Background: an optimization exercise with open tools, aiming at small area, a short achievable clock period and few clock cycles per item. Do not read the settings as production practice.
Where RTL was checked, it was by simulation tests only, not by an equivalence proof against the original.
No activity file was given, so power comes from the tool's default toggle rates.

==> inputs of wip/yarrow <==
// mem_responder
module mem_responder #(
    parameter int DEPTH_WORDS = 64,
    parameter int LATENCY     = 2
) (
    input  logic        clk,
    input  logic        reset,
    input  logic        req_valid,
    output logic        req_ready,
    input  logic        req_write,
    input  logic [1:0]  req_size,
    input  logic [31:0] req_addr,
    input  logic [31:0] req_wdata,
    output logic        resp_valid,
    output logic [31:0] resp_rdata,
    output logic        resp_error
);
    localparam int AW = $clog2(DEPTH_WORDS);
    assign req_ready = !reset;
    logic        in_err;
    logic [3:0]  in_be;
    logic [31:0] in_wword;
    logic [3:0]  in_sel0;    
    logic [1:0]  in_sel1;    
    logic        in_sel2;    
    assign in_err = (req_size == 2'b11)
                  || (req_size == 2'b01 && req_addr[0])
                  || (req_size == 2'b00 && req_addr[1:0] != 2'b00)
                  || (req_addr[31:8] != 24'd0);
    always_comb begin
        in_be    = 4'b0000;
        in_wword = {4{req_wdata[7:0]}};
        in_sel0  = 4'b0000;
        in_sel1  = 2'b00;
        in_sel2  = 1'b0;
        case (req_size)
            2'b00: begin
                in_be    = 4'b1111;
                in_wword = req_wdata;
                in_sel0  = 4'b0001;
                in_sel1  = 2'b01;
  ...
==> module mem_responder, before the edit <==
module mem_responder #(
    parameter int DEPTH_WORDS = 64,
    parameter int LATENCY     = 2
) (
    input  logic        clk,
    input  logic        reset,
    input  logic        req_valid,
    output logic        req_ready,
    input  logic        req_write,
    input  logic [1:0]  req_size,
    input  logic [31:0] req_addr,
    input  logic [31:0] req_wdata,
    output logic        resp_valid,
    output logic [31:0] resp_rdata,
    output logic        resp_error
);
    localparam int AW = $clog2(DEPTH_WORDS);
    assign req_ready = !reset;
    logic        in_err;
    logic [3:0]  in_be;
    logic [31:0] in_wword;
    logic [3:0]  in_sel0;    
    logic [1:0]  in_sel1;    
    logic        in_sel2;    
    assign in_err = (req_size == 2'b11)
                  || (req_size == 2'b01 && req_addr[0])
                  || (req_size == 2'b00 && req_addr[1:0] != 2'b00)
                  || (req_addr[31:8] != 24'd0);
    always_comb begin
        in_be    = 4'b0000;
        in_wword = {4{req_wdata[7:0]}};
        in_sel0  = 4'b0000;
        in_sel1  = 2'b00;
        in_sel2  = 1'b0;
        case (req_size)
            2'b00: begin
                in_be    = 4'b1111;
                in_wword = req_wdata;
                in_sel0  = 4'b0001;
                in_sel1  = 2'b01;
                in_sel2  = 1'b1;
            end
            2'b01: begin
                in_be    = req_addr[1] ? 4'b0011 : 4'b1100;
                in_wword = {2{req_wdata[15:0]}};
                in_sel0  = req_addr[1] ? 4'b0001 : 4'b0100;
                in_sel1  = req_addr[1] ? 2'b01 : 2'b10;
            end
            2'b10: begin
                in_be    = 4'b1000 >> req_addr[1:0];
                in_sel0  = 4'b1000 >> req_addr[1:0];
            end
            default: ;
        endcase
        if (req_write || in_err) begin
            in_sel0 = 4'b0000;
            in_sel1 = 2'b00;
            in_sel2 = 1'b0;
        end
        if (!req_write || in_err || !req_valid || reset) in_be = 4'b0000;
    end
    logic          s_valid;
    logic          s_err;
    logic [DEPTH_WORDS-1:0] s_word;    
    logic [3:0]    s_be;
    logic [31:0]   s_wword;
    logic [3:0]    s_sel0;
    logic [1:0]    s_sel1;
    logic          s_sel2;
    always_ff @(posedge clk) begin
        s_valid <= req_valid && !reset;
        s_err   <= in_err;
        s_word  <= DEPTH_WORDS'(1) << req_addr[AW+1:2];
        s_be    <= in_be;
        s_sel0  <= in_sel0;
        s_sel1  <= in_sel1;
        s_sel2  <= in_sel2;
        s_wword <= in_wword;
    end
    logic [31:0] rd_word;
    genvar gi, wi;
    generate
        for (gi = 0; gi < 4; gi++) begin : g_lane
            logic [8*DEPTH_WORDS-1:0]    lane_mem;
            logic [8*DEPTH_WORDS-1:0]    rd_and;
            logic [7:0]                  rd_lane;
            for (wi = 0; wi < DEPTH_WORDS; wi++) begin : g_word
                always_ff @(posedge clk) begin
                    if (s_be[gi] && s_word[wi]) begin
                        lane_mem[8*wi +: 8] <= s_wword[8*gi +: 8];
                    end
                end
                assign rd_and[8*wi +: 8] = {8{s_word[wi]}} & lane_mem[8*wi +: 8];
            end
            always_comb begin
                logic [7:0] acc;
                acc = 8'd0;
                for (int k = 0; k < DEPTH_WORDS; k++) acc = acc | rd_and[8*k +: 8];
                rd_lane = acc;
            end
            assign rd_word[8*gi +: 8] = rd_lane;
        end
    endgenerate
    logic [31:0] load_data;
    always_comb begin
        load_data[7:0]   = ({8{s_sel0[0]}} & rd_word[7:0])
                         | ({8{s_sel0[1]}} & rd_word[15:8])
                         | ({8{s_sel0[2]}} & rd_word[23:16])
                         | ({8{s_sel0[3]}} & rd_word[31:24]);
        load_data[15:8]  = ({8{s_sel1[0]}} & rd_word[15:8])
                         | ({8{s_sel1[1]}} & rd_word[31:24]);
        load_data[31:16] = {16{s_sel2}} & rd_word[31:16];
    end
    logic        resp_valid_reg;
    logic        resp_error_reg;
    logic [31:0] resp_rdata_reg;
    always_ff @(posedge clk) begin
        resp_valid_reg <= s_valid && !reset;
        resp_error_reg <= s_err;
        resp_rdata_reg <= load_data;
    end
    assign resp_valid = resp_valid_reg;
    assign resp_error = resp_error_reg;
    assign resp_rdata = resp_rdata_reg;
endmodule
clock: 6.0 ns
lec_check: 0
cap_margin: 20
core_margin: 2
core_utilization: 40
cts_buf_list: sky130_fd_sc_hd__clkbuf_8
cts_cluster_size: 24
setup_slack_margin: 3.2
slew_margin: 20
run.sh (not shown) runs the stock make flow with config.mk's settings and CLKGATE_MAP_FILE= SYNTH_SCRIPT=/design/flow/synth_recipe.tcl, a recipe that flattens the netlist after the stock synthesis.
==> inputs of wip/garnet, as changes to wip/yarrow <==
--- a/flow/design.v
+++ b/flow/design.v
@@ -17,5 +17,6 @@
     localparam int AW = $clog2(DEPTH_WORDS);
+    localparam int NG = (DEPTH_WORDS + 2) / 3;    
     assign req_ready = !reset;
     logic        in_err;
-    logic [3:0]  in_be;
+    logic [3:0]  in_lane;    
     logic [31:0] in_wword;
@@ -24,2 +25,3 @@
     logic        in_sel2;    
+    logic [3:0]  in_be_n;    
     assign in_err = (req_size == 2'b11)
@@ -29,3 +31,3 @@
     always_comb begin
-        in_be    = 4'b0000;
+        in_lane  = 4'b0000;
         in_wword = {4{req_wdata[7:0]}};
@@ -36,3 +38,3 @@
             2'b00: begin
-                in_be    = 4'b1111;
+                in_lane  = 4'b1111;
                 in_wword = req_wdata;
@@ -43,3 +45,3 @@
             2'b01: begin
-                in_be    = req_addr[1] ? 4'b0011 : 4'b1100;
+                in_lane  = req_addr[1] ? 4'b0011 : 4'b1100;
                 in_wword = {2{req_wdata[15:0]}};
@@ -49,3 +51,3 @@
             2'b10: begin
-                in_be    = 4'b1000 >> req_addr[1:0];
+                in_lane  = 4'b1000 >> req_addr[1:0];
                 in_sel0  = 4'b1000 >> req_addr[1:0];
@@ -59,12 +61,13 @@
         end
-        if (!req_write || in_err || !req_valid || reset) in_be = 4'b0000;
-    end
-    logic          s_valid;
-    logic          s_err;
-    logic [DEPTH_WORDS-1:0] s_word;    
-    logic [3:0]    s_be;
-    logic [31:0]   s_wword;
-    logic [3:0]    s_sel0;
-    logic [1:0]    s_sel1;
-    logic          s_sel2;
+        in_be_n = ~(in_lane & {4{req_valid && !reset && req_write && !in_err}});
+    end
+    logic                   s_valid;
+    logic                   s_err;
+    logic [DEPTH_WORDS-1:0] s_word;       
+    logic [DEPTH_WORDS-1:0] s_word_n;
+    logic [3:0]             s_be_n;
+    logic [31:0]            s_wword;
+    logic [3:0]             s_sel0;
+    logic [1:0]             s_sel1;
+    logic                   s_sel2;
     always_ff @(posedge clk) begin
@@ -73,3 +76,4 @@
         s_word  <= DEPTH_WORDS'(1) << req_addr[AW+1:2];
-        s_be    <= in_be;
+        s_be_n  <= in_be_n;
+        s_wword <= in_wword;
         s_sel0  <= in_sel0;
@@ -77,4 +81,4 @@
         s_sel2  <= in_sel2;
-        s_wword <= in_wword;
-    end
+    end
+    assign s_word_n = ~s_word;
     logic [31:0] rd_word;
@@ -83,20 +87,41 @@
         for (gi = 0; gi < 4; gi++) begin : g_lane
-            logic [8*DEPTH_WORDS-1:0]    lane_mem;
-            logic [8*DEPTH_WORDS-1:0]    rd_and;
-            logic [7:0]                  rd_lane;
+            logic [8*DEPTH_WORDS-1:0] lane_mem;
+            logic [DEPTH_WORDS-1:0]   we;
             for (wi = 0; wi < DEPTH_WORDS; wi++) begin : g_word
+                mr_nor2 u_we (.a(s_word_n[wi]), .b(s_be_n[gi]), .y(we[wi]));
                 always_ff @(posedge clk) begin
-                    if (s_be[gi] && s_word[wi]) begin
-                        lane_mem[8*wi +: 8] <= s_wword[8*gi +: 8];
+                    if (we[wi]) lane_mem[8*wi +: 8] <= s_wword[8*gi +: 8];
+                end
+            end
+            for (genvar bi = 0; bi < 8; bi++) begin : g_bit
+                logic [NG-1:0] grp_n;
+                for (genvar ki = 0; ki < NG; ki++) begin : g_grp
+                    if (3 * ki + 2 < DEPTH_WORDS) begin : g_3
+                        mr_aoi222 u_aoi (
+                            .a1(s_word[3*ki]),     .a2(lane_mem[8*(3*ki)     + bi]),
+                            .b1(s_word[3*ki + 1]), .b2(lane_mem[8*(3*ki + 1) + bi]),
+                            .c1(s_word[3*ki + 2]), .c2(lane_mem[8*(3*ki + 2) + bi]),
+                            .y(grp_n[ki]));
+                    end else if (3 * ki + 1 < DEPTH_WORDS) begin : g_2
+                        mr_aoi22 u_aoi (
+                            .a1(s_word[3*ki]),     .a2(lane_mem[8*(3*ki)     + bi]),
+                            .b1(s_word[3*ki + 1]), .b2(lane_mem[8*(3*ki + 1) + bi]),
+                            .y(grp_n[ki]));
+                    end else begin : g_1
+                        mr_nand2 u_nand (
+                            .a(s_word[3*ki]), .b(lane_mem[8*(3*ki) + bi]), .y(grp_n[ki]));
                     end
                 end
-                assign rd_and[8*wi +: 8] = {8{s_word[wi]}} & lane_mem[8*wi +: 8];
-            end
-            always_comb begin
-                logic [7:0] acc;
-                acc = 8'd0;
-                for (int k = 0; k < DEPTH_WORDS; k++) acc = acc | rd_and[8*k +: 8];
-                rd_lane = acc;
-            end
-            assign rd_word[8*gi +: 8] = rd_lane;
+                logic [5:0] part;
+                logic [1:0] part_n;
+                mr_nand4 u_p0 (.a(grp_n[0]),  .b(grp_n[1]),  .c(grp_n[2]),  .d(grp_n[3]),  .y(part[0]));
+                mr_nand4 u_p1 (.a(grp_n[4]),  .b(grp_n[5]),  .c(grp_n[6]),  .d(grp_n[7]),  .y(part[1]));
+                mr_nand4 u_p2 (.a(grp_n[8]),  .b(grp_n[9]),  .c(grp_n[10]), .d(grp_n[11]), .y(part[2]));
+                mr_nand4 u_p3 (.a(grp_n[12]), .b(grp_n[13]), .c(grp_n[14]), .d(grp_n[15]), .y(part[3]));
+                mr_nand3 u_p4 (.a(grp_n[16]), .b(grp_n[17]), .c(grp_n[18]), .y(part[4]));
+                mr_nand3 u_p5 (.a(grp_n[19]), .b(grp_n[20]), .c(grp_n[21]), .y(part[5]));
+                mr_nor3  u_q0 (.a(part[0]), .b(part[1]), .c(part[2]), .y(part_n[0]));
+                mr_nor3  u_q1 (.a(part[3]), .b(part[4]), .c(part[5]), .y(part_n[1]));
+                mr_nand2 u_r  (.a(part_n[0]), .b(part_n[1]), .y(rd_word[8*gi + bi]));
+            end
         end
@@ -125 +150,60 @@
 endmodule
+module mr_nor2 (
+    input  logic a,
+    input  logic b,
+    output logic y
+);
+    assign y = ~(a | b);
+endmodule
+module mr_nand2 (
+    input  logic a,
+    input  logic b,
+    output logic y
+);
+    assign y = ~(a & b);
+endmodule
+module mr_nand3 (
+    input  logic a,
+    input  logic b,
+    input  logic c,
+    output logic y
+);
+    assign y = ~(a & b & c);
+endmodule
+module mr_nand4 (
+    input  logic a,
+    input  logic b,
+    input  logic c,
+    input  logic d,
+    output logic y
+);
+    assign y = ~(a & b & c & d);
+endmodule
+module mr_nor3 (
+    input  logic a,
+    input  logic b,
+    input  logic c,
+    output logic y
+);
+    assign y = ~(a | b | c);
+endmodule
+module mr_aoi22 (
+    input  logic a1,
+    input  logic a2,
+    input  logic b1,
+    input  logic b2,
+    output logic y
+);
+    assign y = ~((a1 & a2) | (b1 & b2));
+endmodule
+module mr_aoi222 (
+    input  logic a1,
+    input  logic a2,
+    input  logic b1,
+    input  logic b2,
+    input  logic c1,
+    input  logic c2,
+    output logic y
+);
+    assign y = ~((a1 & a2) | (b1 & b2) | (c1 & c2));
+endmodule
==> flow/flow/run.sh (new file) <==
#!/bin/bash
# The standard layout (standard.sh, the standard flow's own ORFS run) with three changes:
#   - port buffers are sky130_fd_sc_hd__buf_1 (the resizer upsizes them where timing needs it)
#     instead of the clkdlybuf4s50_1 delay cells buffer_ports picks by default;
#   - clock tree synthesis inserts no dummy loads;
#   - the resizer may change a cell's footprint when it resizes it.
# Every tool's output is in orfs/logs/ (one log per step) and the make output in standard.log.
set -euo pipefail
bash standard.sh \
  "BUFFER_PORTS_ARGS=-buffer_cell sky130_fd_sc_hd__buf_1" \
  "CTS_ARGS=-sink_clustering_enable -repair_clock_nets -sink_clustering_size 28 -sink_clustering_max_diameter 100 -buf_list sky130_fd_sc_hd__clkbuf_16 -dont_use_dummy_load" \
  MATCH_CELL_FOOTPRINT=0 \
  finish > standard.log 2>&1
==> flow/standard.sh (new file) <==
#!/bin/bash
# synth_recipe.tcl (not shown) runs the flow's synth.tcl, then flattens the netlist and writes it again
# the make line also repeats each setting of config.mk as NAME=value (left out here)
make -C /OpenROAD-flow-scripts/flow DESIGN_CONFIG=/design/flow/config.mk WORK_HOME=/design/flow/orfs CLKGATE_MAP_FILE= SYNTH_SCRIPT=/design/flow/synth_recipe.tcl "${@:-finish}"
Settings changed: CTS_BUF_LIST sky130_fd_sc_hd__clkbuf_8 to sky130_fd_sc_hd__clkbuf_16, CTS_CLUSTER_DIAMETER set to 100, CTS_CLUSTER_SIZE 24 to 28, SETUP_SLACK_MARGIN 3.2 to 3.5, SYNTH_HIERARCHICAL set to 1.
removed: flow/run.sh
==> inputs of wip/fjord, as changes to wip/yarrow <==
--- a/flow/design.v
+++ b/flow/design.v
@@ -59,3 +59,3 @@
         end
-        if (!req_write || in_err || !req_valid || reset) in_be = 4'b0000;
+        if (!req_write || in_err) in_be = 4'b0000;
     end
@@ -63,3 +63,3 @@
     logic          s_err;
-    logic [DEPTH_WORDS-1:0] s_word;    
+    logic [AW-1:0] s_idx;
     logic [3:0]    s_be;
@@ -72,3 +72,3 @@
         s_err   <= in_err;
-        s_word  <= DEPTH_WORDS'(1) << req_addr[AW+1:2];
+        s_idx   <= req_addr[AW+1:2];
         s_be    <= in_be;
@@ -80,2 +80,6 @@
     logic [31:0] rd_word;
+    logic        s_we;
+    assign s_we = s_valid;    
+    logic [DEPTH_WORDS-1:0] s_word;
+    assign s_word = DEPTH_WORDS'(1) << s_idx;
     genvar gi, wi;
@@ -88,3 +92,3 @@
                 always_ff @(posedge clk) begin
-                    if (s_be[gi] && s_word[wi]) begin
+                    if (s_we && s_be[gi] && s_word[wi]) begin
                         lane_mem[8*wi +: 8] <= s_wword[8*gi +: 8];
Settings changed: CTS_BUF_LIST sky130_fd_sc_hd__clkbuf_8 to not set, CTS_CLUSTER_SIZE 24 to not set, SETUP_SLACK_MARGIN 3.2 to not set.
==> results.txt <==
Relative contribution of the clock network to total power: wip/yarrow 39.1%; wip/garnet 28.4%; wip/fjord 42.6%
Period Utilization, post-route: wip/yarrow 46.2%; wip/garnet 43.7%; wip/fjord 82.6%
Multi-input gate share of total cell area: wip/yarrow 14.8%; wip/garnet 13.4%; wip/fjord 17.4%
Proportion of final cell area spent on non-clock buffers: wip/yarrow 1.77%; wip/garnet 1.78%; wip/fjord 3.22%
Clock root cell: wip/yarrow sky130_fd_sc_hd__clkbuf_8; wip/garnet sky130_fd_sc_hd__clkbuf_16; wip/fjord sky130_fd_sc_hd__clkbuf_16
Status: wip/yarrow no timing/DRC/antenna violations; wip/garnet no timing/DRC/antenna violations; wip/fjord no timing/DRC/antenna violations
Capturing element of the worst setup path: wip/yarrow resp_rdata_reg[8]$_DFF_P_; wip/garnet req_ready; wip/fjord resp_rdata_reg[6]$_DFF_P_
Clock transition at the registers of the reported paths: wip/yarrow 0.06 ns; wip/garnet 0.04 ns; wip/fjord 0.06 ns
Share of Yosys cell area claimed by the top area cell type: wip/yarrow 78.3%; wip/garnet 81.3%; wip/fjord 76.5%
Startpoint of the worst-slack reg-to-reg timing path: wip/yarrow s_word[22]$_SDFF_PP0_; wip/garnet s_word[39]$_SDFF_PN0_; wip/fjord s_idx[3]$_DFF_P_
Cells resized by post-CTS repair: wip/yarrow 240; wip/garnet 152; wip/fjord 0
Met1 track utilization from global routing: wip/yarrow 28.4%; wip/garnet 26.7%; wip/fjord 39.6%
Inverters excl. clock: wip/yarrow 12; wip/garnet 75; wip/fjord 14
Testbench counts of wip/yarrow, summed over its fixed seeds: cycles 9,616, items 9,600.
Testbench counts of wip/garnet, summed over its fixed seeds: cycles 9,616, items 9,600.
Only the layout flow was run in wip/fjord; the RTL was not checked for function there.

==> re-timing with driven ports <==
In the flow no input, the clock included, has a driving cell. The finished layouts below were timed again as built, in two steps.
Step 1 (the two cells are an assumption about what drives the block):
set clk [get_ports {clk}]
set_driving_cell -lib_cell sky130_fd_sc_hd__clkbuf_16 $clk
set_driving_cell -lib_cell sky130_fd_sc_hd__buf_2 [delete_from_list [all_inputs] $clk]
Step 2 times the ports against the registers' clock, not the clock port: input delays grow and output delays shrink by t, the midpoint of the rising clock arrivals with the driver on.
Slacks: no drivers / after step 1 / after step 2; pairs: no drivers / after step 1.
| run | shift t [ns] | setup slack, ns | hold slack, ns | worst register clock-pin slew, ns |
|---|---|---|---|---|
| wip/yarrow | 1.075 | 3.225 / 3.191 / 2.468 | 0.404 / 0.349 / 0.411 | 0.07 / 0.07 |
| wip/garnet | 0.795 | 3.379 / 3.347 / 2.986 | 0.439 / 0.439 / 0.439 | 0.11 / 0.11 |
| wip/fjord | 0.945 | 1.046 / 1.046 / 1.046 | 0.335 / 0.335 / 0.335 | 0.07 / 0.07 |
After both steps every run listed still meets setup and hold. The setup slack of wip/yarrow, which loses most, moves by -0.034 ns with the drivers and by -0.757 ns with both steps.
